Background: an optimization exercise with open tools, aiming at small area, a short achievable clock period and few clock cycles per item. Do not read the settings as production practice.
In this exercise RTL edits were held to simulation tests only and were not proved equivalent to the original.
No activity file was given, so power comes from the tool's default toggle rates.

## run A
==> flow/design.v <==
package edge_reader_pkg;
    localparam int CORE_NUM = 4;
    localparam int CACHELINE_LEN_WIDTH = 3;
    localparam int CACHELINE_LEN = 1 << CACHELINE_LEN_WIDTH;
    localparam int WAIT_END_DELAY = 20;
    typedef logic [16-1:0] vertex_id_t;
    typedef logic [22-1:0] offset_t;
    typedef logic [22-CACHELINE_LEN_WIDTH-1:0] line_addr_t;
    typedef logic [CACHELINE_LEN-1:0] edge_mask_t;
    typedef logic [$clog2(CORE_NUM)-1:0] lane_idx_t;
    typedef struct packed {
        line_addr_t addr;
        edge_mask_t mask;
        vertex_id_t v_id;
    } edge_req_t;
endpackage
`timescale 1ns/1ps
module edge_reader_top (
    input  logic                           clk,
    input  logic                           rst,
    input  edge_reader_pkg::vertex_id_t                     in_v_id,
    input  edge_reader_pkg::offset_t                        in_loffset,
    input  edge_reader_pkg::offset_t                        in_roffset,
    input  logic                           in_valid,
    output logic                           in_ready,
    input  logic                           front_iteration_end,
    input  logic       [4-1:0]     edge_stall,
    output edge_reader_pkg::line_addr_t [4-1:0]     edge_addr,
    output edge_reader_pkg::edge_mask_t [4-1:0]     edge_mask,
    output edge_reader_pkg::vertex_id_t [4-1:0]     edge_v_id,
    output logic       [4-1:0]     edge_valid,
    output logic                           iteration_end
);
    localparam int NL = 4;
    localparam int OW = 22;
    localparam int SW = 3;
    localparam int LW = OW - SW;
    localparam int VW = 16;
    function automatic logic add_eq(input logic [LW-1:0] a, input logic [LW-1:0] b, input logic [1:0] k);
        logic [LW-1:0] y, c, t;
        y = ~a;
        c = LW'(k - 2'd1);
        t = (b ^ y ^ c) ~^ {((b[LW-2:0] & y[LW-2:0]) | ((b[LW-2:0] | y[LW-2:0]) & ~c[LW-2:0])), 1'b0};
        add_eq = &t;
    endfunction
    function automatic logic [LW-1:0] lm2_of(input logic [LW-1:0] x, input logic nz);
        logic [LW-1:0] r;
        logic bo;
        r[0] = nz ? x[0] : !x[0];
        r[1] = nz ? !x[1] : (x[1] ^ x[0]);
        bo = nz ? !x[1] : !(x[1] && x[0]);
        for (int i = 2; i < LW; i++)
            r[i] = x[i] ^ (bo && !(|(x & ((LW'(1) << i) - LW'(4)))));
        lm2_of = r;
    endfunction
    logic [LW-1:0] i_lo_hi, i_ro_hi;
    logic          i_nz;
    logic          i_single;    
    logic          i_two;       
    assign i_lo_hi = in_loffset[OW-1:SW];
    assign i_ro_hi = in_roffset[OW-1:SW];
    assign i_nz = |in_roffset[SW-1:0];
    assign i_single = i_nz ? (i_ro_hi == i_lo_hi) : add_eq(i_lo_hi, i_ro_hi, 2'd1);
    assign i_two = i_nz ? add_eq(i_lo_hi, i_ro_hi, 2'd1) : add_eq(i_lo_hi, i_ro_hi, 2'd2);
    typedef struct packed {
        logic [VW-1:0] vid;
        logic [LW-1:0] addr;      
        logic [SW-1:0] lo_lo;
        logic [LW-1:0] ro_hi;
        logic [SW-1:0] ro_lo;
        logic          nz;
        logic          single;
        logic          two;
    } vtx_t;
    logic  s_valid, b_valid;
    vtx_t  s_q, b_q;
    logic  s_empty;
    logic  s_nz;
    logic [SW-1:0] s_hi;          
    logic [7:0]    s_mask;        
    assign s_empty = !({s_q.addr, s_q.lo_lo} < {s_q.ro_hi, s_q.ro_lo});
    assign s_nz = s_q.nz;
    assign s_hi = s_q.ro_lo - 1'b1;
    logic [LW-1:0] s_lm2;
    assign s_lm2 = lm2_of(s_q.ro_hi, s_q.nz);
    always_comb begin
        for (int b = 0; b < 8; b++)
            s_mask[b] = (SW'(b) >= s_q.lo_lo) && (!s_q.single || (SW'(b) <= s_hi));
    end
    logic [VW-1:0] b_vid;
    logic [LW-1:0] b_addr;
    logic [LW-1:0] b_lm2;
    logic [SW-1:0] b_hi;
    logic          b_single;
    logic          b_two;
    logic [7:0]    b_mask;
    logic          b_empty;
    logic          xfer_b_r;      
    logic          xfer_s_r;      
    logic          b_open_r;      
    logic [NL-1:0] load_r;        
    logic [VW-1:0] c_vid;
    logic [LW-1:0] c_addr;
    logic [LW-1:0] c_lm2;
    logic [SW-1:0] c_hi;
    logic          c_single;
    logic          c_two;
    logic [7:0]    c_mask;
    logic          c_empty;
    assign c_vid = xfer_b_r ? b_vid : s_q.vid;
    assign c_addr = xfer_b_r ? b_addr : s_q.addr;
    assign c_lm2 = xfer_b_r ? b_lm2 : s_lm2;
    assign c_hi = xfer_b_r ? b_hi : s_hi;
    assign c_single = xfer_b_r ? b_single : s_q.single;
    assign c_two = xfer_b_r ? b_two : s_q.two;
    assign c_mask = xfer_b_r ? b_mask : s_mask;
    assign c_empty = xfer_b_r ? b_empty : s_empty;
    logic [NL-1:0]   h_valid;
    logic [NL-1:0]   h_last;
    logic [NL-1:0]   e_valid;
    logic [LW-1:0]   h_addr [NL];
    logic [LW-1:0]   h_lm2 [NL];
    logic [NL-1:0]   h_ne;        
    logic [VW-3:0]   h_vid  [NL];
    logic [SW-1:0]   h_hi   [NL];
    logic [7:0]      h_mask [NL];
    logic [NL-1:0]   h_free;
    logic [NL-1:0]   load;
    logic [NL-1:0]   hv_next, hl_next, ev_next;
    logic [NL-1:0]   hv_pred, hf_pred;
    always_comb begin
        for (int i = 0; i < NL; i++) begin
            h_free[i] = !h_valid[i] || (e_valid[i] && h_last[i]);
            load[i] = load_r[i];
            hv_next[i] = load[i] ? !c_empty : (h_valid[i] && !h_free[i]);
            ev_next[i] = hv_next[i] && !edge_stall[i];
            if (load[i])
                hl_next[i] = c_single;
            else if (e_valid[i])
                hl_next[i] = h_ne[i];
            else
                hl_next[i] = h_last[i];
            hv_pred[i] = load[i] || (h_valid[i] && !h_free[i]);
            hf_pred[i] = !hv_pred[i] || (!edge_stall[i] && hl_next[i]);
        end
    end
    logic take;
    logic s_to_b;
    logic sv_next, bv_next;
    logic [1:0] sl_next, bl_next;
    logic xb_n, xs_n;
    assign take = in_valid && in_ready;
    assign s_to_b = s_valid && !xfer_s_r && b_open_r;
    assign bv_next = (b_valid && !xfer_b_r) || s_to_b;
    assign sv_next = (s_valid && !xfer_s_r && !s_to_b) || take;
    assign bl_next = s_to_b ? s_q.vid[1:0] : b_vid[1:0];
    assign sl_next = take ? in_v_id[1:0] : s_q.vid[1:0];
    assign xb_n = bv_next && hf_pred[bl_next];
    assign xs_n = sv_next && hf_pred[sl_next] && !xb_n && !(bv_next && (bl_next == sl_next));
    always_ff @(posedge clk) begin
        if (rst) begin
            s_valid <= 1'b0;
            b_valid <= 1'b0;
            in_ready <= 1'b0;
            xfer_b_r <= 1'b0;
            xfer_s_r <= 1'b0;
            b_open_r <= 1'b0;
            load_r <= '0;
        end else begin
            s_valid <= sv_next;
            b_valid <= bv_next;
            xfer_b_r <= xb_n;
            xfer_s_r <= xs_n;
            b_open_r <= !bv_next || xb_n;
            in_ready <= !sv_next || xs_n || !bv_next || xb_n;
            for (int i = 0; i < NL; i++)
                load_r[i] <= (xb_n && (bl_next == 2'(i))) || (xs_n && (sl_next == 2'(i)));
        end
    end
    always_ff @(posedge clk) begin
        if (in_ready)
            s_q <= {in_v_id, i_lo_hi, in_loffset[SW-1:0], i_ro_hi, in_roffset[SW-1:0], i_nz,
                    i_single, i_two};
    end
    always_ff @(posedge clk) begin
        if (b_open_r) begin
            b_vid <= s_q.vid;
            b_addr <= s_q.addr;
            b_lm2 <= s_lm2;
            b_hi <= s_hi;
            b_single <= s_q.single;
            b_two <= s_q.two;
            b_mask <= s_mask;
            b_empty <= s_empty;
        end
    end
    always_ff @(posedge clk) begin
        if (rst) begin
            h_valid <= '0;
            e_valid <= '0;
        end else begin
            h_valid <= hv_next;
            e_valid <= ev_next;
        end
    end
    always_ff @(posedge clk) h_last <= hl_next;
    always_ff @(posedge clk) begin
        for (int i = 0; i < NL; i++) begin
            if (load[i]) begin
                h_addr[i] <= c_addr;
                h_lm2[i] <= c_lm2;
                h_ne[i] <= c_two;
                h_vid[i] <= c_vid[VW-1:2];
                h_hi[i] <= c_hi;
                h_mask[i] <= c_mask;
            end else if (e_valid[i] && !h_last[i]) begin
                h_addr[i] <= h_addr[i] + 1'b1;
                h_ne[i] <= (h_addr[i] == h_lm2[i]);
                for (int b = 0; b < 8; b++)
                    h_mask[i][b] <= !h_ne[i] || (SW'(b) <= h_hi[i]);
            end
        end
    end
    for (genvar i = 0; i < NL; i++) begin : g_out
        assign edge_addr[i] = h_addr[i];
        assign edge_mask[i] = h_mask[i];
        assign edge_v_id[i] = {h_vid[i], 2'(i)};
        assign edge_valid[i] = e_valid[i];
    end
    localparam int CNT_W = $clog2(20 + 1);
    logic [CNT_W-1:0] settle_cnt;
    logic settled;
    logic idle;
    always_ff @(posedge clk)
        if (rst)
            idle <= 1'b0;
        else
            idle <= !sv_next && !bv_next && !(|hv_next);
    assign settled = front_iteration_end && !take && idle;
    always_ff @(posedge clk) begin
        if (rst || !settled) begin
            settle_cnt <= '0;
            iteration_end <= 1'b0;
        end else if (settle_cnt >= CNT_W'(20)) begin
            iteration_end <= 1'b1;
        end else begin
            settle_cnt <= settle_cnt + 1'b1;
            iteration_end <= 1'b0;
        end
    end
endmodule
export LEC_CHECK = 0
export CAP_MARGIN = 20
export CORE_MARGIN = 2
export CORE_UTILIZATION = 65
export CTS_BUF_LIST = sky130_fd_sc_hd__clkbuf_4
export SETUP_SLACK_MARGIN = 3.2
export SLEW_MARGIN = 20
export BUFFER_PORTS_ARGS = -buffer_cell sky130_fd_sc_hd__buf_1
create_clock -name core_clock -period 5.5 [get_ports {clk}]
standard.sh (not shown) runs the stock make flow with config.mk's settings and CLKGATE_MAP_FILE= SYNTH_SCRIPT=/design/flow/synth_recipe.tcl, a recipe that flattens the netlist after the stock synthesis.
==> flow/flow/run.sh <==
#!/bin/bash
# The standard layout, with plain buf_1 cells as the port buffers instead of
# the default delay buffers: every input and output port still gets its own
# buffer. Each step's full output goes to standard.log here (and ORFS's own
# per-step logs under orfs/logs).
set -euo pipefail
echo "export BUFFER_PORTS_ARGS = -buffer_cell sky130_fd_sc_hd__buf_1" >> config.mk
bash standard.sh > standard.log 2>&1
Testbench counts of run A, summed over its fixed seeds: cycles 22,408, items 38,351.
--- input diff run A..run B ---
- CTS_BUF_LIST: sky130_fd_sc_hd__clkbuf_4 -> unset
### Flow results
Looking only at minimum clock period after layout, and setting everything else aside, the lower value of run A and run B goes to run B.
The higher utilization of run A and run B is in run A.
Summary of the comparison: post-route cell area is lower in run B, relative to run A.
Run B finished every step from synthesis to the final layout, and the layout passed the timing, DRC and antenna checks.
Going from run A to run B, max-slew headroom at the worst pin shrinks by 4.7 points.
Re clock net sink count: no difference whatsoever between run A and run B.
Run B vs run A: total power up
Any difference in area occupied by registers between run A and run B is small enough to ignore.
> inputs changed (run B -> run C)
- ABC_AREA: unset -> 1
## What came out
Re portion of total power attributed to sequential cells: run C and run B aren't equal, and the lower value belongs to run C. Diff run B -> run C: maximum frequency now larger, total wire length after detailed routing rose about 9%. Per the comparison of run C with run B, cell count after synthesis rose by about 22%, global router's overall resource usage rose by 1.8 points, number of buffers between clock root and the deepest sink stayed essentially flat, core outline area rose by about 1.4%, non-clock buffer count fell by about 9%.
Input-level comparison between run D and run C:
- CTS_BUF_LIST: unset -> sky130_fd_sc_hd__clkbuf_8
- ABC_AREA: 1 -> unset
[summary]
Run D: done, clean on timing, DRC and antenna. Relative to run C, routed wire length has gone down in run D. Run D — XOR/XNOR share of the synthesized area 3.8 points higher, run C as reference. | static leakage | lower: run D |. in_ready as the start point of the critical path was reported by run C, and s_q[6] by run D. For run D, the slowest cell on the critical path was sky130_fd_sc_hd__edfxtp_1, unlike run C, where it was sky130_fd_sc_hd__dfxtp_4. Taking run C as the reference, in run D final design area excluding fillers decreased by about 0.6% relative to the old numbers, worst ir drop on vdd shows a reduction of 0.024 mV, first-pass GRT wire length fell about 5.6%. On run D: die outline area is 2.5% lower than what run C gave. [compare] base=run C new=run D: global routing met1 resource utilization went down, maximum clock rate decreased about 7%, fraction of standard cell area that is sequential higher, final cell count dropped 205.

afterwards: timing with drivers on the ports:
In the flow no input, the clock included, has a driving cell. The finished layouts below were timed again as built, in two steps.
Step 1: set_driving_cell puts a clkbuf_16 on clk and a buf_2 on each other input, an assumption about the parent block.
Step 2 times the ports against the registers' clock, not the clock port: input delays grow and output delays shrink by t, the midpoint of the rising clock arrivals with the driver on.
Slacks: no drivers / after step 1 / after step 2; pairs: no drivers / after step 1.
| run | t, ns | slack for setup (ns) | worst hold slack (ns) | pins driven straight from the clock port |
|---|---|---|---|---|
| run A | 0.771 | 2.944 / 2.944 / 2.666 | 0.443 / 0.443 / 0.443 | 1 |
| run B | 0.583 | 2.970 / 2.970 / 2.742 | 0.442 / 0.442 / 0.442 | 1 |
| run C | 0.581 | 3.142 / 3.091 / 2.748 | 0.449 / 0.449 / 0.449 | 1 |
| run D | 0.639 | 2.975 / 2.975 / 2.688 | 0.440 / 0.440 / 0.440 | 1 |
After both steps setup and hold are still met in every run listed. For run C, which loses most, drivers alone change the setup slack by -0.051 ns; drivers and shift together by -0.394 ns.
